Background: an optimization exercise with open tools, aiming at small area, a short achievable clock period and few clock cycles per item. Do not read the settings as production practice. At most, simulation tests tie the RTL to the original design; equivalence was not proved. Function not checked in runs 3 and 4: the RTL went through the layout flow alone. Power figures rest on the tool's default switching activity, not on a simulated workload.

File: run.sh
#!/bin/bash
# synth_recipe.tcl (not shown) runs the flow's synth.tcl, then flattens the netlist and writes it again
# the make line also repeats each setting of config.mk as NAME=value (left out here)
make -C /OpenROAD-flow-scripts/flow DESIGN_CONFIG=/design/flow/config.mk WORK_HOME=/design/flow/orfs CLKGATE_MAP_FILE= SYNTH_SCRIPT=/design/flow/synth_recipe.tcl finish
File: config.mk
export PLATFORM = sky130hd
export DESIGN_NAME = soc_top
export DESIGN_NICKNAME = soc_top
export VERILOG_FILES = /design/flow/design.v
export SDC_FILE = /design/flow/constraint.sdc
export NUM_CORES = 4
export LEC_CHECK = 0
export CAP_MARGIN = 20
export CORE_MARGIN = 2
export CORE_UTILIZATION = 40
export PLACE_DENSITY = 0.6
export SLEW_MARGIN = 20
File: constraint.sdc
create_clock -name core_clock -period 5.0 [get_ports {clock}]
set_input_delay 1.0000 -clock core_clock [delete_from_list [all_inputs] [get_ports {clock}]]
set_output_delay 1.0000 -clock core_clock [all_outputs]
set_load 0.01 [all_outputs]
File: design.v
`timescale 1ns/1ps
package soc_pkg;
  typedef logic [6:0]  dmi_addr_t;
  typedef logic [31:0] data_t;
  typedef logic [15:0] led_t;
  typedef logic [1:0]  irq_t;
  typedef enum logic [1:0] {
    dmi_op_nop   = 2'd0,
    dmi_op_read  = 2'd1,
    dmi_op_write = 2'd2
  } dmi_op_t;
  typedef enum logic [1:0] {
    dmi_resp_ok     = 2'd0,
    dmi_resp_failed = 2'd2
  } dmi_resp_t;
  typedef enum logic [1:0] {
    state_idle,
    state_bus,
    state_respond
  } dm_state_t;
  localparam dmi_addr_t DMCONTROL_ADDR = 7'h10;
  localparam int        NDMRESET_BIT   = 1;
  localparam dmi_addr_t MMIO_BASE  = 7'h20;
  localparam int        MMIO_WORDS = 4;
  localparam dmi_addr_t MEM_BASE   = 7'h40;
  localparam logic [1:0] MMIO_LED     = 2'd0;
  localparam logic [1:0] MMIO_PENDING = 2'd1;
  localparam logic [1:0] MMIO_ENABLE  = 2'd2;
  localparam logic [1:0] MMIO_STATUS  = 2'd3;
endpackage
`timescale 1ns/1ps
module soc_top #(
  parameter int MEM_WORDS = 64
) (
  input  logic        clock,
  input  logic        reset,
  input  logic        dmi_req_valid,
  output logic        dmi_req_ready,
  input  logic [6:0]  dmi_req_addr,
  input  logic [31:0] dmi_req_data,
  input  logic [1:0]  dmi_req_op,
  output logic        dmi_resp_valid,
  input  logic        dmi_resp_ready,
  output logic [31:0] dmi_resp_data,
  output logic [1:0]  dmi_resp_resp,
  input  logic [1:0]  ext_irq,
  output logic [15:0] led,
  output logic [1:0]  irq
);
  logic [1:0]            dmcontrol;
  logic [31:0]           led_reg;
  logic [1:0]            pending;
  logic [1:0]            enable;
  logic [MEM_WORDS-1:0][31:0] mem_q;
  logic                  x_valid;
  logic                  x_write;    
  logic                  x_ctl;      
  logic                  x_mem;      
  logic                  x_mmio;     
  logic                  x_unmap;    
  logic [1:0]            x_off;      
  logic [MEM_WORDS-1:0]  x_sel;      
  logic [31:0]           x_wdata;
  logic                  h_valid, b_valid;
  logic [31:0]           h_data,  b_data;
  logic                  h_err,   b_err;
  logic accept;
  logic is_access;
  logic ndm;
  assign ndm           = dmcontrol[1];
  assign dmi_req_ready = !(x_valid && b_valid);
  assign accept        = dmi_req_valid && dmi_req_ready;
  assign is_access     = (dmi_req_op == 2'd1) || (dmi_req_op == 2'd2);
  logic        x_go;        
  logic        take;
  logic        x_rd_mem;
  logic [31:0] mem_rd;
  logic [31:0] mmio_rd;
  logic [31:0] new_data;
  logic        new_err;
  logic        mmio_wr;
  assign take  = h_valid && dmi_resp_ready;
  assign x_go  = x_valid && !b_valid;
  always_comb begin
    mem_rd = '0;
    for (int i = 0; i < MEM_WORDS; i++) begin
      mem_rd = mem_rd | (mem_q[i] & {32{x_sel[i]}});
    end
  end
  always_comb begin
    case (x_off)
      2'd0:    mmio_rd = led_reg;
      2'd1:    mmio_rd = {30'b0, pending};
      2'd2:    mmio_rd = {30'b0, enable};
      default: mmio_rd = {30'b0, pending & enable};
    endcase
  end
  assign x_rd_mem = x_mem && !x_write && !ndm;
  assign new_data = (mem_rd & {32{x_rd_mem}}) |
                    (mmio_rd & {32{x_mmio && !x_write && !ndm}}) |
                    ({30'b0, dmcontrol} & {32{x_ctl && !x_write}});
  assign new_err  = x_unmap || ((x_mem || x_mmio) && ndm);
  assign mmio_wr  = x_go && x_mmio && x_write && !ndm;
  always_ff @(posedge clock) begin
    if (reset) begin
      x_valid <= 1'b0;
    end else begin
      x_valid <= accept || (x_valid && !x_go);
    end
  end
  always_ff @(posedge clock) begin
    if (dmi_req_ready) begin
      x_write <= (dmi_req_op == 2'd2);
      x_ctl   <= is_access && (dmi_req_addr == 7'h10);
      x_mem   <= is_access && dmi_req_addr[6];
      x_mmio  <= is_access && (dmi_req_addr[6:2] == 5'b01000);
      x_unmap <= is_access && !dmi_req_addr[6] && (dmi_req_addr[6:2] != 5'b01000) &&
                 (dmi_req_addr != 7'h10);
      x_off   <= dmi_req_addr[1:0];
      for (int i = 0; i < MEM_WORDS; i++) begin
        x_sel[i] <= is_access && dmi_req_addr[6] && (dmi_req_addr[5:0] == 6'(i));
      end
      x_wdata <= dmi_req_data;
    end
  end
  always_ff @(posedge clock) begin
    for (int i = 0; i < MEM_WORDS; i++) begin
      if (x_go && x_write && !ndm && x_sel[i]) begin
        mem_q[i] <= x_wdata;
      end
    end
  end
  always_ff @(posedge clock) begin
    if (reset) begin
      dmcontrol <= 2'b00;
    end else if (x_go && x_ctl && x_write) begin
      dmcontrol <= x_wdata[1:0];
    end
  end
  always_ff @(posedge clock) begin
    if (reset || ndm) begin
      led_reg <= '0;
      pending <= '0;
      enable  <= '0;
    end else begin
      pending <= (pending & ~((mmio_wr && x_off == 2'd1) ? x_wdata[1:0] : 2'b00)) | ext_irq;
      if (mmio_wr && x_off == 2'd0) begin
        led_reg <= x_wdata;
      end
      if (mmio_wr && x_off == 2'd2) begin
        enable <= x_wdata[1:0];
      end
    end
  end
  always_ff @(posedge clock) begin
    if (reset) begin
      h_valid <= 1'b0;
      b_valid <= 1'b0;
    end else begin
      if (!h_valid || take) begin
        h_valid <= b_valid || x_go;
        b_valid <= 1'b0;
      end else if (x_go) begin
        b_valid <= 1'b1;
      end
    end
  end
  always_ff @(posedge clock) begin
    if (!h_valid || take) begin
      h_data <= b_valid ? b_data : new_data;
      h_err  <= b_valid ? b_err  : new_err;
    end
    if (!b_valid) begin
      b_data <= new_data;
      b_err  <= new_err;
    end
  end
  assign dmi_resp_valid = h_valid;
  assign dmi_resp_data  = h_data;
  assign dmi_resp_resp  = {h_err, 1'b0};
  assign led            = led_reg[15:0];
  assign irq            = pending & enable;
endmodule
==> metrics.cfg, run 1 <==
[outcome]
outcome = timing/DRC/antenna clean

[flow_run]
cap_violations = 0

[route]
ant_nets = 0
wl_met1_microns = 94400
drt_iter0_drc = 6490
firstDrtPassIters = 6
drc_errors = 0
via_per_inst = 6.22
routed.top_layer = met5
postRouteWirelength_microns = 247000
vias = 44468
wl_per_cell_microns = 34.5
wl_met2_microns = 113000
wl_met3_microns = 28500

[yosys]
syn_inst = 4127
avgSynthCellArea_sq_um = 19.4
ys_ff_latch = 2258
yosys_warnings = 1
yosysSeqAreaShare_pct = 83.6
syn_area_sq_um = 80200
yosysUniqueCellTypes = 40
synth_edf_count = 2184
syn-num-nets = 4175
synthFlopType = edfxtp_1
synth-async-reset-ratio_pct = 0

[setup_path]
critical_path_buf_inv_count = 1
slowest_stage = nor4_1
worstPathCellList = buf_4 > a221oi_1 > nand4_1 > nor4_1 > o21ai_0
rr_worst_depth = 5
timing.rr.end = h_data[10]
cp.arrival_ns = 4.61
endpoint_kind = flop
cp.depth = 5
max_stage_delay_ns = 1.09
startpoint_type = flop
r2r_setup_slack_ns = 0.97
cp_max_fo = 12
crit_required_ns = 5.58
r2r_start = x_sel[59]
worstSetupPathType = flop to flop
cp_top_family = simple AND/OR/NAND/NOR gates

[layout]
final_cell_mix = edfxtp_1, a22o_1, a221oi_1
final_core_util_pct = 46.1
final_common_cell = edfxtp_1
instances_no_fill = 7147
fin_nets = 4345
largest_reg_flops = 2048
largestRegisters = mem_q x2048, x_sel x64
synthToLayoutAreaGrowth_pct = 14.6
regMostFlops = mem_q
drive_gt1_share_pct = 11.9

[min_path]
hold_depth = 2
worst_hold_path_type = flop to flop
hold_path_end = led_reg[17]
hp-start = led_reg[17]

[sta]
rsz0062_at_grt = false
setup_violations = 0
max_freq_mhz = 248
fin_crit_sh_pct = 80.6
worstMarginPinSlew_ns = 1.24
finalSetupTns_ns = 0
hold_viol = 0
slew_viol_final = 0
finClkSkew_ns = 0.0904
slew_headroom_pct = 17.2
layout_min_cycle_time_ns = 4.03

[cts]
cts_root_buf = clkbuf_16
clock-sinks = 2258
cts_resized = 0
htreeDepth = 4
numCtsBuffers = 218
clock_path_buffers = 3
clk_pin_slew_ns = 0.07
tritoncts = built
clk_latency_ns = 0.89
post-cts-setup-buffers = 0
ctsHoldBuffers = 0

[floorplan]
initial_utilization_pct = 40.2
die_h_microns = 452
die_w_microns = 452
coreArea_sq_um = 200000
num_io_pins = 101
dieArea_sq_um = 204000
rows = 164

[grt]
grt_max_degree = 69
overflow = 0
antenna_found_initial = 23
grt_first_pass_wirelength_microns = 339000
grt_use_total_pct = 23.7
grt_pass1_vias = 42152

[power]
peakVddDrop_v = 0.000303
leakagePower_nw = 28.8
clock_power_share_pct = 43.2
p_int_mw = 30.3
power.switching_mw = 7.95
switching_share_pct = 20.8
seqPwrFrac_pct = 54.6
p_per_area_nw_per_um2 = 416
pwr-share-comb_pct = 2.2

[placement]
gp_congestion = 0.906
io_buffers = 99
dp_hpwl_microns = 144000
dp_cells = 6732

## worst register-to-register path, cell delays in order (launching register included)
cell and delay (ns):
edfxtp_1 0.85, buf_4 0.43, a221oi_1 0.41, nand4_1 0.72
nor4_1 1.09, o21ai_0 0.22
## synthesized netlist by cell type, types with 3 or more instances
| master | instances | share of area [%] |
|---|---|---|
| nand3_1 | 7 | 0.044 |
| nand2b_1 | 3 | 0.023 |
| dfxtp_1 | 74 | 1.8 |
| and2_1 | 66 | 0.51 |
| or3_1 | 3 | 0.023 |
| buf_1 | 5 | 0.023 |
| nor4_1 | 31 | 0.24 |
| nor2_1 | 78 | 0.36 |
| nor3_1 | 3 | 0.019 |
| a22oi_1 | 32 | 0.30 |
| nand2_1 | 79 | 0.37 |
| buf_2 | 10 | 0.062 |
| clkbuf_1 | 272 | 1.3 |
| edfxtp_1 | 2184 | 82 |
| nor2b_1 | 6 | 0.047 |
| a21oi_1 | 36 | 0.22 |
| inv_1 | 6 | 0.028 |
| a22o_1 | 512 | 5.6 |
| nand4_1 | 130 | 1.0 |
| a221oi_1 | 512 | 5.6 |
| buf_4 | 18 | 0.17 |
| o21ai_0 | 32 | 0.20 |
| mux2i_1 | 4 | 0.050 |
## area by class of cell
cell class | count | area [sq um]
multi-input cells | 1555 | 12000
diodes | 8 | 20.0
clock inverters | 112 | 1300
inverters | 6 | 22.5
clock buffers | 294 | 5910
well taps | 2656 | 3320
repair buffers | 258 | 2270
flip-flops and latches | 2258 | 67100
fillers | 16599 | 108000
## routing by layer
metal  track usage, %  vias to the layer above
met3             6.62                      459
met1             31.7                    23398
met4             9.59                       14
met2             36.7                     2640
met5                0                        -
li1                 -                    17957
## power by group through the flow
stage	clock network [mW]	logic, mW	registers (mW)
global route	17.4	0.870	20.9
detailed placement	0	0.831	21.3
finish	16.5	0.841	20.9
global placement	0	0.812	21.3
CTS	16.6	0.831	20.9
floorplan	0	0.183	21.4
## metrics by stage
| stage | hold WS, ns | setup WS [ns] | area, sq um | power, mW |
|---|---|---|---|---|
| 2_1_floorplan | 0.436 | 1.06 | 80200 | 21.5 |
| 5_1_grt | 0.487 | 0.972 | 91900 | 39.1 |
| 3_3_place_gp | 0.443 | 1.13 | 84600 | 22.1 |
| 4_1_cts | 0.455 | 1.16 | 91900 | 38.3 |
| 6_report | 0.457 | 0.970 | 91900 | 38.2 |
| 3_5_place_dp | 0.447 | 1.19 | 84700 | 22.1 |
## worst max-delay path by stage
| stage | from | end | slack [ns] |
|---|---|---|---|
| after detailed placement | x_sel[59] | h_data[10] | 1.19 |
| after global placement | x_sel[60] | h_data[10] | 1.13 |
| after global routing | x_sel[20] | h_data[12] | 0.97 |
| after floorplan | b_valid | dmi_req_ready | 1.06 |
| final | x_sel[59] | h_data[10] | 0.97 |
| after CTS | b_valid | dmi_req_ready | 1.16 |
## cells by family after synthesis
group	share of synthesized area (%)
compound gates	12.0
fa+ha+maj	0.0156
buf+inv	1.59
flops	83.6
mux	0.0499
other cells	0.00467
simple gates	2.77
Testbench counts, summed over its fixed seeds: cycles 4,112, items 4,096.
==> run 2: changes to the inputs <==
--- a/design.v
+++ b/design.v
@@ -69,5 +69,7 @@
   logic ndm;
   assign ndm           = dmcontrol[1];
-  assign dmi_req_ready = !(x_valid && b_valid);
+  logic                  ready_q;    
+  logic [1:0]            irq_q;      
+  assign dmi_req_ready = ready_q;
   assign accept        = dmi_req_valid && dmi_req_ready;
   assign is_access     = (dmi_req_op == 2'd1) || (dmi_req_op == 2'd2);
@@ -102,9 +104,14 @@
   assign new_err  = x_unmap || ((x_mem || x_mmio) && ndm);
   assign mmio_wr  = x_go && x_mmio && x_write && !ndm;
+  logic x_valid_n, b_valid_n;
+  assign x_valid_n = accept || (x_valid && !x_go);
+  assign b_valid_n = (!h_valid || take) ? 1'b0 : (b_valid || x_go);
   always_ff @(posedge clock) begin
     if (reset) begin
       x_valid <= 1'b0;
+      ready_q <= 1'b1;
     end else begin
-      x_valid <= accept || (x_valid && !x_go);
+      x_valid <= x_valid_n;
+      ready_q <= !(x_valid_n && b_valid_n);
     end
   end
@@ -138,4 +145,7 @@
     end
   end
+  logic [1:0] pending_n, enable_n;
+  assign pending_n = (pending & ~((mmio_wr && x_off == 2'd1) ? x_wdata[1:0] : 2'b00)) | ext_irq;
+  assign enable_n  = (mmio_wr && x_off == 2'd2) ? x_wdata[1:0] : enable;
   always_ff @(posedge clock) begin
     if (reset || ndm) begin
@@ -143,11 +153,11 @@
       pending <= '0;
       enable  <= '0;
+      irq_q   <= '0;
     end else begin
-      pending <= (pending & ~((mmio_wr && x_off == 2'd1) ? x_wdata[1:0] : 2'b00)) | ext_irq;
+      pending <= pending_n;
+      enable  <= enable_n;
+      irq_q   <= pending_n & enable_n;
       if (mmio_wr && x_off == 2'd0) begin
         led_reg <= x_wdata;
-      end
-      if (mmio_wr && x_off == 2'd2) begin
-        enable <= x_wdata[1:0];
       end
     end
@@ -180,4 +190,4 @@
   assign dmi_resp_resp  = {h_err, 1'b0};
   assign led            = led_reg[15:0];
-  assign irq            = pending & enable;
+  assign irq            = irq_q;
 endmodule
--- a/config.mk
+++ b/config.mk
@@ -10,3 +10,4 @@
 export CORE_UTILIZATION = 40
 export PLACE_DENSITY = 0.6
+export SETUP_SLACK_MARGIN = 2.5
 export SLEW_MARGIN = 20
==> run 2 against run 1 <==
  * Critical path type unchanged
  * Flip-flop and latch count up 3
  * Still clean on timing, DRC and antenna
  * Synthesized area about the same
  * Global-route usage up 0.46 points
  * Clock power about the same
  * Critical endpoint is now h_data[2]
==> metrics.cfg, run 2 <==
[outcome]
outcome = timing/DRC/antenna clean  ; unchanged

[route]
vias = 45634  ; was 44468
drt_iter0_drc = 6704  ; was 6490
wl_per_cell_microns = 34.2  ; was 34.5 microns
postRouteWirelength_microns = 253000  ; was 247000 microns
drc_errors = 0  ; unchanged
ant_nets = 0  ; unchanged
via_per_inst = 6.17  ; was 6.22
firstDrtPassIters = 6  ; unchanged

[floorplan]
rows = 164  ; unchanged
dieArea_sq_um = 204000  ; about the same
initial_utilization_pct = 40.2  ; about the same
coreArea_sq_um = 200000  ; unchanged
num_io_pins = 101  ; unchanged
die_h_microns = 452  ; about the same
die_w_microns = 452  ; about the same

[setup_path]
timing.rr.end = h_data[2]  ; was h_data[10]
startpoint = x_sel[39]  ; was x_sel[59]
critPathCapture = h_data[2]  ; was h_data[10]
rr_worst_depth = 5  ; unchanged
worstPathCellList = buf_6 > a221oi_2 > nand4_1 > nor4_4 > o21ai_2  ; was buf_4 > a221oi_1 > nand4_1 > nor4_1 > o21ai_0
cp.arrival_ns = 3.54  ; was 4.61 ns
worstSetupPathType = flop to flop  ; unchanged
r2r_start = x_sel[39]  ; was x_sel[59]
r2r_setup_slack_ns = 2.08  ; was 0.97 ns
startpoint_type = flop  ; unchanged
crit_required_ns = 5.62  ; was 5.58 ns
cp_max_fo = 22  ; was 12
slowest_stage = nand4_1  ; was nor4_1
max_stage_delay_ns = 0.70  ; was 1.09 ns
endpoint_kind = flop  ; unchanged

[cts]
clk_latency_ns = 0.90  ; was 0.89 ns
cts_root_buf = clkbuf_16  ; unchanged
clock-sinks = 2261  ; was 2258
tritoncts = built  ; unchanged
clock_path_buffers = 3  ; unchanged
ctsHoldBuffers = 0  ; unchanged
numCtsBuffers = 216  ; was 218
clk_pin_slew_ns = 0.06  ; was 0.07 ns
htreeDepth = 4  ; unchanged

[grt]
gr-usage-met3_pct = 6.56  ; was 6.62%
busiest_layer = met2  ; unchanged
antenna_found_initial = 20  ; was 23
grt_first_pass_wirelength_microns = 346000  ; was 339000 microns
use_met2_pct = 37.0  ; was 36.7%
grt_max_degree = 70  ; was 69
overflow = 0  ; unchanged
met1_usage_pct = 32.9  ; was 31.7%
grt_use_total_pct = 24.2  ; was 23.7%
grt_pass1_vias = 43234  ; was 42152

[yosys]
avgSynthCellArea_sq_um = 19.4  ; about the same
yosysMostFrequentCell = edfxtp_1  ; unchanged
synth_edf_count = 2184  ; unchanged
synth_commonest_cells = edfxtp_1, a221oi_1, a22o_1  ; unchanged
synth_area_leaders = edfxtp_1, a221oi_1, a22o_1  ; unchanged
yosysUniqueCellTypes = 35  ; was 40
synth-async-reset-ratio_pct = 0  ; unchanged
synth_mux_area_share_pct = 0.0499  ; about the same
synth_xor_area_share_pct = 0  ; unchanged
ys_ff_latch = 2261  ; was 2258
synth_top_family_by_area = compound AO/OA/AOI/OAI gates  ; unchanged
synth.largest_area_cell = edfxtp_1  ; unchanged
synthAdderAreaFrac_pct = 0.0156  ; about the same
yosys_warnings = 1  ; unchanged
syn_inst = 4128  ; was 4127
synth-compound-area-share_pct = 12.0  ; about the same
synth_top_cell_area_share_pct = 81.7  ; about the same
yosysSeqAreaShare_pct = 83.6  ; about the same
yosys.area_share.simple_pct = 2.77  ; about the same
synthFlopType = edfxtp_1  ; unchanged
syn-num-nets = 4176  ; was 4175
syn_area_sq_um = 80300  ; was 80200 sq um

[layout]
drive_gt1_share_pct = 22.8  ; was 11.9%
final_cell_mix = edfxtp_1, a22o_1, a221oi_1  ; unchanged
regMostFlops = mem_q  ; unchanged
largest_reg_flops = 2048  ; unchanged
fin_nets = 4593  ; was 4345
n_fill_cell = 16176  ; was 16599
final_common_cell = edfxtp_1  ; unchanged
final_core_util_pct = 48.2  ; was 46.1%
largestRegisters = mem_q x2048, x_sel x64  ; unchanged
synthToLayoutAreaGrowth_pct = 19.9  ; was 14.6%

[sta]
finClkSkew_ns = 0.0773  ; was 0.0904 ns
setup_violations = 0  ; unchanged
finalSetupTns_ns = 0  ; unchanged
layout_min_cycle_time_ns = 2.92  ; was 4.03 ns
holdWs_ns = 0.464  ; was 0.457 ns
worstMarginPinSlew_ns = 1.15  ; was 1.24 ns
hold_viol = 0  ; unchanged
max_freq_mhz = 343  ; was 248 MHz
slew_viol_final = 0  ; unchanged
slew_headroom_pct = 23.5  ; was 17.2%
rsz0062_at_grt = true  ; was false
fin_crit_sh_pct = 58.4  ; was 80.6%

[placement]
io_buffers = 99  ; unchanged
gp_congestion = 0.901  ; was 0.906
dp_hpwl_microns = 143000  ; was 144000 microns

[flow_run]
cap_violations = 0  ; unchanged

[power]
p_per_area_nw_per_um2 = 398  ; was 416 nW/um^2
leakagePower_nw = 31.0  ; was 28.8 nW
peakVddDrop_v = 0.000421  ; was 0.000303 V

[min_path]
worst_hold_path_type = flop to flop  ; unchanged
hp-start = led_reg[21]  ; was led_reg[17]

run 2: changes by cell type in the layout (fill, tap and decap cells not counted), sizes merged, moves of 3 or more:
| cell | before | now |
|---|---|---|
| clkdlybuf4s50 | 99 | 46 |
| dfxtp | 74 | 77 |
| buf | 159 | 439 |
| clkdlybuf4s15 | 0 | 12 |
| nor3 | 4 | 7 |
| or3 | 3 | 0 |
run 2: how the worst min path moves through the flow:
stage | cells past startpoint | to
2_1_floorplan | 2 | led_reg[16]
4_1_cts | 2 | led_reg[24]
3_3_place_gp | 2 | led_reg[24]
3_5_place_dp | 2 | led_reg[24]
5_1_grt | 2 | led_reg[22]
6_report | 2 | led_reg[21]
run 2: through the flow:
step	std cells	area, sq um	total power, mW	setup WS, ns
3_5_place_dp	6755	84900	22.2	1.24
3_3_place_gp	6748	84800	22.2	1.30
2_1_floorplan	4128	80300	21.6	2.61
4_1_cts	7354	95500	38.3	2.14
5_1_grt	7393	96200	39.1	1.94
6_report	7397	96200	38.3	2.08
run 2: layout make-up:
type                            count  area, sq um  area share [%]
Sequential cell                  2261        67200            69.8
Multi-Input combinational cell   1558        13700            14.2
Clock buffer                      291         5830            6.06
Timing Repair Buffer              504         4940            5.13
Tap cell                         2656         3320            3.45
Clock inverter                    116         1250            1.30
Antenna cell                        7         17.5          0.0182
Inverter                            4         15.0          0.0156
run 2: power by group:
| part | internal [mW] | switching [mW] |
|---|---|---|
| clock network | 9.07 | 7.26 |
| logic | 0.263 | 0.798 |
| registers | 20.8 | 0.0596 |
| total | 30.2 | 8.12 |
run 2: cells by family after synthesis:
group | count (synthesis)
flops | 2261
compound gates | 1131
simple gates | 419
buf+inv | 311
mux | 4
fa+ha+maj | 1
other cells | 1
run 2: critical path: cells and delay by family, from the launching register on:
| family | cells | cell delay, ns |
|---|---|---|
| buffers and inverters | 1 | 0.26 |
| AO/OA/AOI/OAI | 2 | 0.48 |
| AND/OR/NAND/NOR | 2 | 1.37 |
| flip-flops | 1 | 0.51 |
run 2: what timing repair did:
action | 4_1_cts | 5_1_grt
pin swaps | 126 | 87
gates resized for setup | 644 | 81
buffers inserted | 181 | 31
gates cloned | 11 | 5
endpoints found under the setup margin | 1499 | 210
run 2: metal layers:
metal  up-vias  part of all wire (%)  routed length (microns)
met4         4                   3.9                     9820
li1      18516                     -                        -
met1     23863                    38                    96900
met2      2815                    46                   116000
met5         -                 0.011                       27
met3       436                    12                    29800
Testbench counts of run 2, summed over its fixed seeds: cycles 4,112, items 4,096.
==> run 3: changes to the inputs <==
--- a/design.v
+++ b/design.v
@@ -62,14 +62,13 @@
   logic [MEM_WORDS-1:0]  x_sel;      
   logic [31:0]           x_wdata;
-  logic                  h_valid, b_valid;
-  logic [31:0]           h_data,  b_data;
-  logic                  h_err,   b_err;
+  logic                  h_valid;
+  logic [31:0]           h_data;
+  logic                  h_err;
+  logic [1:0]            irq_q;      
   logic accept;
   logic is_access;
   logic ndm;
   assign ndm           = dmcontrol[1];
-  logic                  ready_q;    
-  logic [1:0]            irq_q;      
-  assign dmi_req_ready = ready_q;
+  assign dmi_req_ready = !x_valid || !h_valid || dmi_resp_ready;
   assign accept        = dmi_req_valid && dmi_req_ready;
   assign is_access     = (dmi_req_op == 2'd1) || (dmi_req_op == 2'd2);
@@ -83,5 +82,5 @@
   logic        mmio_wr;
   assign take  = h_valid && dmi_resp_ready;
-  assign x_go  = x_valid && !b_valid;
+  assign x_go  = x_valid && (!h_valid || dmi_resp_ready);
   always_comb begin
     mem_rd = '0;
@@ -104,14 +103,9 @@
   assign new_err  = x_unmap || ((x_mem || x_mmio) && ndm);
   assign mmio_wr  = x_go && x_mmio && x_write && !ndm;
-  logic x_valid_n, b_valid_n;
-  assign x_valid_n = accept || (x_valid && !x_go);
-  assign b_valid_n = (!h_valid || take) ? 1'b0 : (b_valid || x_go);
   always_ff @(posedge clock) begin
     if (reset) begin
       x_valid <= 1'b0;
-      ready_q <= 1'b1;
     end else begin
-      x_valid <= x_valid_n;
-      ready_q <= !(x_valid_n && b_valid_n);
+      x_valid <= accept || (x_valid && !x_go);
     end
   end
@@ -166,22 +160,12 @@
     if (reset) begin
       h_valid <= 1'b0;
-      b_valid <= 1'b0;
-    end else begin
-      if (!h_valid || take) begin
-        h_valid <= b_valid || x_go;
-        b_valid <= 1'b0;
-      end else if (x_go) begin
-        b_valid <= 1'b1;
-      end
+    end else if (!h_valid || take) begin
+      h_valid <= x_go;
     end
   end
   always_ff @(posedge clock) begin
     if (!h_valid || take) begin
-      h_data <= b_valid ? b_data : new_data;
-      h_err  <= b_valid ? b_err  : new_err;
-    end
-    if (!b_valid) begin
-      b_data <= new_data;
-      b_err  <= new_err;
+      h_data <= new_data;
+      h_err  <= new_err;
     end
   end
==> run 3 against run 2 <==
  * Still clean
  * Sequential share of layout area fell by 1.2 points
  * Final area rose by 0.68%
  * Global-route usage rose by 1.6 points
  * Maximum frequency decreased by 0.13%
  * Via count up 2.1%
  * Worst hold slack got worse by 0.0013 ns
  * Critical path type unchanged
  * Critical endpoint is now h_data[14]
  * Largest cell class unchanged
  * Largest power group unchanged
  * Highest routed layer unchanged
==> metrics.cfg, run 3 <==
[power]
p_int_mw = 29.8  ; was 30.2 mW
peakVddDrop_v = 0.000308  ; was 0.000421 V
seqPwrFrac_pct = 54.1  ; was 54.6%
clock_power_share_pct = 41.3  ; was 42.7%
leakagePower_nw = 31.1  ; was 31.0 nW
power.switching_mw = 8.42  ; was 8.12 mW
switching_share_pct = 22.0  ; was 21.2%
pwr-share-comb_pct = 4.6  ; was 2.8%
p_per_area_nw_per_um2 = 395  ; was 398 nW/um^2

[yosys]
synth_top_cell_area_share_pct = 82.2  ; was 81.7%
synth_edf_count = 2184  ; unchanged
synth_area_leaders = edfxtp_1, a221oi_1, a22o_1  ; unchanged
ys_ff_latch = 2226  ; was 2261
synth-async-reset-ratio_pct = 0  ; unchanged
synthFlopType = edfxtp_1  ; unchanged
syn-num-nets = 4132  ; was 4176
synth_commonest_cells = edfxtp_1, a221oi_1, a22o_1  ; unchanged
syn_inst = 4084  ; was 4128
yosysMostFrequentCell = edfxtp_1  ; unchanged
yosysSeqAreaShare_pct = 83.2  ; was 83.6%
avgSynthCellArea_sq_um = 19.5  ; was 19.4 sq um
yosys_warnings = 1  ; unchanged
yosysUniqueCellTypes = 37  ; was 35
syn_area_sq_um = 79800  ; was 80300 sq um
synth.largest_area_cell = edfxtp_1  ; unchanged

[placement]
io_buffers = 99  ; unchanged
gp_congestion = 1.02  ; was 0.901
dp_cells = 6706  ; was 6755
dp_hpwl_microns = 161000  ; was 143000 microns

[cts]
htreeDepth = 4  ; unchanged
tritoncts = built  ; unchanged
clk_latency_ns = 0.87  ; was 0.90 ns
numCtsBuffers = 215  ; was 216
clock-sinks = 2226  ; was 2261
cts_root_buf = clkbuf_16  ; unchanged
clk_pin_slew_ns = 0.06  ; about the same
ctsHoldBuffers = 0  ; unchanged
clock_path_buffers = 3  ; unchanged

[sta]
fin_crit_sh_pct = 58.4  ; about the same
worstMarginPinSlew_ns = 1.22  ; was 1.15 ns
hold_viol = 0  ; unchanged
finClkSkew_ns = 0.0607  ; was 0.0773 ns
slew_headroom_pct = 18.5  ; was 23.5%
setup_violations = 0  ; unchanged
layout_min_cycle_time_ns = 2.92  ; about the same
finalSetupTns_ns = 0  ; unchanged
max_freq_mhz = 342  ; was 343 MHz
slew_viol_final = 0  ; unchanged
rsz0062_at_grt = true  ; unchanged

[flow_run]
cap_violations = 0  ; unchanged

[route]
postRouteWirelength_microns = 269000  ; was 253000 microns
firstDrtPassIters = 6  ; unchanged
via_per_inst = 6.32  ; was 6.17
drt_iter0_drc = 9080  ; was 6704
ant_nets = 0  ; unchanged
drc_errors = 0  ; unchanged
wl_per_cell_microns = 36.6  ; was 34.2 microns
vias = 46600  ; was 45634

[outcome]
outcome = timing/DRC/antenna clean  ; unchanged

[floorplan]
rows = 163  ; was 164
coreArea_sq_um = 198000  ; was 200000 sq um
num_io_pins = 101  ; unchanged
initial_utilization_pct = 40.3  ; was 40.2%
dieArea_sq_um = 203000  ; was 204000 sq um
die_w_microns = 451  ; was 452 microns
die_h_microns = 451  ; was 452 microns

[layout]
regMostFlops = mem_q  ; unchanged
final_common_cell = edfxtp_1  ; unchanged
drive_gt1_share_pct = 26.3  ; was 22.8%
instances_no_fill = 7373  ; was 7397
final_cell_mix = edfxtp_1, a22o_1, buf_4  ; was edfxtp_1, a22o_1, a221oi_1
n_fill_cell = 15966  ; was 16176
fin_nets = 4592  ; was 4593
synthToLayoutAreaGrowth_pct = 21.4  ; was 19.9%
largest_reg_flops = 2048  ; unchanged
largestRegisters = mem_q x2048, x_sel x64  ; unchanged

[grt]
grt_first_pass_wirelength_microns = 364000  ; was 346000 microns
antenna_found_initial = 21  ; was 20
grt_use_total_pct = 25.8  ; was 24.2%
overflow = 0  ; unchanged
grt_pass1_vias = 43377  ; was 43234
grt_max_degree = 66  ; was 70

[setup_path]
crit_required_ns = 5.58  ; was 5.62 ns
worstSetupPathType = flop to flop  ; unchanged
cp_max_fo = 9  ; was 22
startpoint_type = flop  ; unchanged
endpoint_kind = flop  ; unchanged
cp.arrival_ns = 3.51  ; was 3.54 ns

[min_path]
worst_hold_path_type = flop to flop  ; unchanged

==> run 3: cell count changes after synthesis, moves of 30 or more <==
cell,change
clkbuf_1,-82
buf_6,+41
dfxtp_1,-35
buf_2,+34
a22oi_1,-31
nand2_1,+31
o21ai_0,-30
o21ai_1,+30
==> run 3: through the flow <==
step                      utilization (%)  area, sq um  setup slack [ns]  hold WS (ns)  total power, mW
after floorplan                         -        80000              2.29         0.437             21.6
after global placement               42.5        84100             0.890         0.447             22.5
after detailed placement             42.5        84100             0.932         0.450             22.6
after CTS                            48.1        95200              1.88         0.458             38.1
after global routing                 49.0        96900              2.11         0.473             39.0
final                                49.0        96900              2.08         0.462             38.2
==> run 3: cell type report <==
cell class	count	area, sq um	area share (%)
Tap cell	2640	3300	3.41
Antenna cell	8	20.0	0.0207
Inverter	4	15.0	0.0155
Sequential cell	2226	66500	68.6
Clock inverter	127	1080	1.12
Multi-Input combinational cell	1597	15600	16.2
Timing Repair Buffer	500	4660	4.81
Clock buffer	271	5690	5.87
==> run 3: power by group through the flow <==
stage	Sequential (mW)	Clock [mW]	Combinational [mW]
global route	20.7	16.5	1.76
detailed placement	21.1	0	1.45
global placement	21.1	0	1.43
finish	20.7	15.8	1.76
floorplan	21.2	0	0.395
CTS	20.7	15.8	1.63
==> run 3: timing repair <==
item,in CTS,in global routing
resized for setup,616,196
setup buffers,172,37
pin swaps,125,99
gates cloned,48,4
endpoints found under the setup margin,1611,1748
==> run 3: layer usage <==
layer	vias to the layer above	share of wire, %	GRT usage (%)	wire [microns]
met1	24226	38	36.1	102000
li1	18450	-	-	-
met3	524	14	7.96	37200
met4	12	4.2	9.30	11400
met5	-	0.077	0	207
met2	3388	44	38.0	119000
==> run 3: worst paths after layout <==
| path | startpoint | to | slack (ns) | cells after the start |
|---|---|---|---|---|
| max | x_sel[3] | h_data[14] | 2.08 | 8 |
| min | led_reg[16] | led_reg[16] | 0.46 | 2 |
| max reg2reg | x_sel[3] | h_data[14] | 2.08 | 8 |
| min reg2reg | led_reg[16] | led_reg[16] | 0.46 | 2 |
==> run 3: cell families (layout without fill, tap and decap cells) <==
kind of cell,count (synthesis),after routing,synth area share (%)
flops,2226,2226,83.2
compound gates,1097,1097,11.7
simple gates,448,494,2.91
buf+inv,307,902,2.08
mux,4,4,0.0502
fa+ha+maj,1,1,0.0157
other cells,1,9,0.00470
==> run 3: worst max-delay path, stage by stage (launching register included) <==
cell and delay, ns:
edfxtp_1 0.53, buf_6 0.19, buf_12 0.12, buf_6 0.13
a22o_1 0.22, a221oi_2 0.23, nand4_1 0.58, nor4_4 0.54
o21ai_1 0.09
==> run 4: changes to the inputs <==
--- a/design.v
+++ b/design.v
@@ -62,16 +62,21 @@
   logic [MEM_WORDS-1:0]  x_sel;      
   logic [31:0]           x_wdata;
-  logic                  h_valid;
-  logic [31:0]           h_data;
-  logic                  h_err;
-  logic [1:0]            irq_q;      
+  logic                  p_valid;
+  logic [31:0]           p_data;
+  logic                  p_err;
+  logic                  h_valid, b_valid;
+  logic [31:0]           h_data,  b_data;
+  logic                  h_err,   b_err;
   logic accept;
   logic is_access;
   logic ndm;
   assign ndm           = dmcontrol[1];
-  assign dmi_req_ready = !x_valid || !h_valid || dmi_resp_ready;
+  logic                  ready_q;    
+  logic [1:0]            irq_q;      
+  assign dmi_req_ready = ready_q;
   assign accept        = dmi_req_valid && dmi_req_ready;
   assign is_access     = (dmi_req_op == 2'd1) || (dmi_req_op == 2'd2);
   logic        x_go;        
+  logic        p_go;        
   logic        take;
   logic        x_rd_mem;
@@ -82,5 +87,6 @@
   logic        mmio_wr;
   assign take  = h_valid && dmi_resp_ready;
-  assign x_go  = x_valid && (!h_valid || dmi_resp_ready);
+  assign p_go  = p_valid && !b_valid;
+  assign x_go  = x_valid && (!p_valid || p_go);
   always_comb begin
     mem_rd = '0;
@@ -103,9 +109,17 @@
   assign new_err  = x_unmap || ((x_mem || x_mmio) && ndm);
   assign mmio_wr  = x_go && x_mmio && x_write && !ndm;
+  logic x_valid_n, p_valid_n, b_valid_n;
+  assign x_valid_n = accept || (x_valid && !x_go);
+  assign p_valid_n = x_go || (p_valid && !p_go);
+  assign b_valid_n = (!h_valid || take) ? 1'b0 : (b_valid || p_go);
   always_ff @(posedge clock) begin
     if (reset) begin
       x_valid <= 1'b0;
+      p_valid <= 1'b0;
+      ready_q <= 1'b1;
     end else begin
-      x_valid <= accept || (x_valid && !x_go);
+      x_valid <= x_valid_n;
+      p_valid <= p_valid_n;
+      ready_q <= !(x_valid_n && p_valid_n && b_valid_n);
     end
   end
@@ -158,14 +172,30 @@
   end
   always_ff @(posedge clock) begin
+    if (x_go) begin
+      p_data <= new_data;
+      p_err  <= new_err;
+    end
+  end
+  always_ff @(posedge clock) begin
     if (reset) begin
       h_valid <= 1'b0;
-    end else if (!h_valid || take) begin
-      h_valid <= x_go;
+      b_valid <= 1'b0;
+    end else begin
+      if (!h_valid || take) begin
+        h_valid <= b_valid || p_go;
+        b_valid <= 1'b0;
+      end else if (p_go) begin
+        b_valid <= 1'b1;
+      end
     end
   end
   always_ff @(posedge clock) begin
     if (!h_valid || take) begin
-      h_data <= new_data;
-      h_err  <= new_err;
+      h_data <= b_valid ? b_data : p_data;
+      h_err  <= b_valid ? b_err  : p_err;
+    end
+    if (!b_valid) begin
+      b_data <= p_data;
+      b_err  <= p_err;
     end
   end
--- a/config.mk
+++ b/config.mk
@@ -9,4 +9,6 @@
 export CORE_MARGIN = 2
 export CORE_UTILIZATION = 40
+export CTS_CLUSTER_DIAMETER = 50
+export CTS_CLUSTER_SIZE = 20
 export PLACE_DENSITY = 0.6
 export SETUP_SLACK_MARGIN = 2.5
==> run 4 against run 3 <==
  * Die area increased by 2.5%
  * Worst hold slack got worse by 0.0031 ns
  * Final area increased by 1.7%
  * Critical path type unchanged
  * Largest power group unchanged
==> metrics.cfg, run 4 <==
[yosys]
synth_top_cell_area_share_pct = 81.4  ; was 82.2%
yosysSeqAreaShare_pct = 83.3  ; was 83.2%
synth_area_leaders = edfxtp_1, a22o_1, a221oi_1  ; was edfxtp_1, a221oi_1, a22o_1
synth.largest_area_cell = edfxtp_1  ; unchanged
synth_edf_count = 2217  ; was 2184
yosysUniqueCellTypes = 37  ; unchanged
yosysMostFrequentCell = edfxtp_1  ; unchanged
syn_area_sq_um = 81800  ; was 79800 sq um
yosys_warnings = 1  ; unchanged
synthFlopType = edfxtp_1  ; unchanged
avgSynthCellArea_sq_um = 19.7  ; was 19.5 sq um
syn-num-nets = 4210  ; was 4132
ys_ff_latch = 2295  ; was 2226
synth_commonest_cells = edfxtp_1, a22o_1, a221oi_1  ; was edfxtp_1, a221oi_1, a22o_1
synth-async-reset-ratio_pct = 0  ; unchanged
syn_inst = 4162  ; was 4084

[route]
vias = 55951  ; was 46600
via_per_inst = 7.38  ; was 6.32
ant_nets = 0  ; unchanged
drt_iter0_drc = 12959  ; was 9080
firstDrtPassIters = 9  ; was 6
wl_per_cell_microns = 50.0  ; was 36.6 microns
drc_errors = 0  ; unchanged
postRouteWirelength_microns = 379000  ; was 269000 microns

[sta]
fin_crit_sh_pct = 58.2  ; was 58.4%
rsz0062_at_grt = true  ; unchanged
worstMarginPinSlew_ns = 1.22  ; about the same
layout_min_cycle_time_ns = 2.91  ; was 2.92 ns
finalSetupTns_ns = 0  ; unchanged
max_freq_mhz = 344  ; was 342 MHz
finClkSkew_ns = 0.0605  ; was 0.0607 ns
setup_violations = 0  ; unchanged
holdWs_ns = 0.459  ; was 0.462 ns
fin_ws_ns = 2.09  ; was 2.08 ns
slew_headroom_pct = 18.7  ; was 18.5%
hold_viol = 0  ; unchanged
slew_viol_final = 0  ; unchanged

[placement]
gp_congestion = 0.928  ; was 1.02
dp_hpwl_microns = 190000  ; was 161000 microns
post-place-ws_ns = 1.26  ; was 0.932 ns
io_buffers = 99  ; unchanged

[grt]
antenna_found_initial = 30  ; was 21
grt_first_pass_wirelength_microns = 479000  ; was 364000 microns
grt_max_degree = 75  ; was 66
grt_use_total_pct = 35.1  ; was 25.8%
grt_pass1_vias = 49448  ; was 43377
overflow = 0  ; unchanged

[setup_path]
cp_max_fo = 17  ; was 9
endpoint_kind = flop  ; unchanged
worstSetupPathType = flop to flop  ; unchanged
cp.arrival_ns = 3.52  ; was 3.51 ns
startpoint_type = flop  ; unchanged
crit_required_ns = 5.61  ; was 5.58 ns

[layout]
largest_reg_flops = 2048  ; unchanged
final_cell_mix = edfxtp_1, a22o_1, a221oi_1  ; was edfxtp_1, a22o_1, buf_4
regMostFlops = mem_q  ; unchanged
final_core_util_pct = 48.3  ; was 49.0%
largestRegisters = mem_q x2048, x_sel x64  ; unchanged
drive_gt1_share_pct = 25.0  ; was 26.3%
n_fill_cell = 16548  ; was 15966
synthToLayoutAreaGrowth_pct = 20.4  ; was 21.4%
final_common_cell = edfxtp_1  ; unchanged
fin_nets = 4773  ; was 4592

[cts]
clock-sinks = 2295  ; was 2226
htreeDepth = 4  ; unchanged
tritoncts = built  ; unchanged
cts_root_buf = clkbuf_16  ; unchanged
clock_path_buffers = 3  ; unchanged
numCtsBuffers = 166  ; was 215
clk_pin_slew_ns = 0.08  ; was 0.06 ns
clk_latency_ns = 0.88  ; was 0.87 ns

[floorplan]
initial_utilization_pct = 40.1  ; was 40.3%
coreArea_sq_um = 204000  ; was 198000 sq um
die_h_microns = 456  ; was 451 microns
rows = 166  ; was 163
num_io_pins = 101  ; unchanged
dieArea_sq_um = 208000  ; was 203000 sq um
die_w_microns = 456  ; was 451 microns

[power]
clock_power_share_pct = 39.9  ; was 41.3%
seqPwrFrac_pct = 57.9  ; was 54.1%
power.switching_mw = 7.96  ; was 8.42 mW
p_int_mw = 28.5  ; was 29.8 mW
p_per_area_nw_per_um2 = 370  ; was 395 nW/um^2
pwr-share-comb_pct = 2.2  ; was 4.6%
total_power_mw = 36.4  ; was 38.2 mW
leakagePower_nw = 31.9  ; was 31.1 nW
peakVddDrop_v = 0.000327  ; was 0.000308 V
switching_share_pct = 21.8  ; was 22.0%

[min_path]
worst_hold_path_type = flop to flop  ; unchanged

[flow_run]
cap_violations = 0  ; unchanged

[outcome]
outcome = timing/DRC/antenna clean  ; unchanged

[run 4: changes by cell type in the layout (fill, tap and decap cells not counted), moves of 25 or more]
cell       change
diode_2       +25
a22o_1        +27
buf_12        +84
a221oi_2      -68
a221oi_4      -68
mux2_2        +33
edfxtp_1      +33
dfxtp_1       +38
clkbuf_1      -40
clkinv_1      -47
a221oi_1     +136
clkbuf_16     -46
[run 4: worst max-delay path, stage by stage (launching register included)]
cell and delay (ns):
edfxtp_1 0.45, buf_6 0.24, a22o_1 0.31, a221oi_2 0.51, nand4_1 0.29, nor4_4 0.64
o21ai_1 0.12
[run 4: layout make-up]
type	count	area (sq um)	area share [%]
Multi-Input combinational cell	1636	14400	14.6
Sequential cell	2295	68200	69.2
Tap cell	2688	3360	3.41
Clock buffer	187	4420	4.48
Timing Repair Buffer	623	6810	6.91
Antenna cell	33	82.6	0.0838
Clock inverter	115	1260	1.28
Inverter	3	11.3	0.0114
[run 4: final timing paths]
kind / cells after the start / slack (ns) / endpoint / startpoint
max: 6 / 2.09 / p_data[20] / x_sel[28]
min: 2 / 0.46 / led_reg[26] / led_reg[26]
max reg2reg: 6 / 2.09 / p_data[20] / x_sel[28]
min reg2reg: 2 / 0.46 / led_reg[26] / led_reg[26]
[run 4: routing by layer]
metal	wire, microns	up-vias	GRT usage (%)	part of all wire [%]
met3	75700	1916	18.5	20
li1	-	18991	-	-
met1	119000	27999	42.9	31
met4	36100	21	26.4	9.5
met2	148000	7024	46.3	39
met5	321	-	0.344	0.085
[run 4: repair_timing]
action                                  in CTS  in global routing
setup buffers                              203                 63
pin swaps                                   64                 82
hold buffers                                 0                  0
cloned                                      44                  5
resized for setup                          432                238
endpoints found under the setup margin    2166                270
[run 4: stage by stage]
stage                     cell area, sq um  std cells
after global routing                 98400       7548
after CTS                            96700       7479
final                                98500       7580
after floorplan                      82000       4162
after global placement               87000       6929
after detailed placement             87100       6930
[run 4: power by group through the flow]
stage | Combinational, mW | Clock (mW) | Sequential [mW]
2_1_floorplan | 0.147 | 0 | 21.7
3_3_place_gp | 0.679 | 0 | 21.6
3_5_place_dp | 0.694 | 0 | 21.6
4_1_cts | 0.749 | 14.4 | 21.1
5_1_grt | 0.806 | 15.0 | 21.1
6_report | 0.814 | 14.5 | 21.1
[run 4: kinds of logic (layout without fill, tap and decap cells)]
kind of cell | after synthesis | in the layout | synth area share (%)
mux | 37 | 37 | 0.503
simple gates | 450 | 495 | 2.85
buf+inv | 276 | 928 | 1.87
compound gates | 1102 | 1102 | 11.5
other cells | 1 | 34 | 0.00458
flops | 2295 | 2295 | 83.3
fa+ha+maj | 1 | 1 | 0.0153

[re-timing with driven ports]
In the flow no input, the clock included, has a driving cell. The finished layouts below were timed again as built, in two steps. Step 1 sets driving cells, clkbuf_16 on the clock port and buf_2 on the other inputs (assumed; they add their load-dependent delay and slew). Step 2 moves the port delays by t, midway between the first and last clock arrival at a register: inputs arrive t later, outputs are due t later. That takes back most of the time a late clock gives input paths. Three values: ideal, step 1, step 2; two values: the first two.
| run | t, ns | setup WS [ns] | hold WS [ns] |
|---|---|---|---|
| run 1 | 0.934 | 0.970 / 0.970 / 0.970 | 0.457 / 0.457 / 0.457 |
| run 2 | 0.953 | 2.082 / 2.082 / 1.697 | 0.464 / 0.464 / 0.464 |
| run 3 | 0.925 | 2.078 / 2.063 / 1.689 | 0.462 / 0.462 / 0.462 |
| run 4 | 0.943 | 2.091 / 2.091 / 1.732 | 0.459 / 0.459 / 0.459 |
After both steps every run listed still meets setup and hold. The setup slack of run 3, which loses most, moves by -0.015 ns with the drivers and by -0.389 ns with both steps.
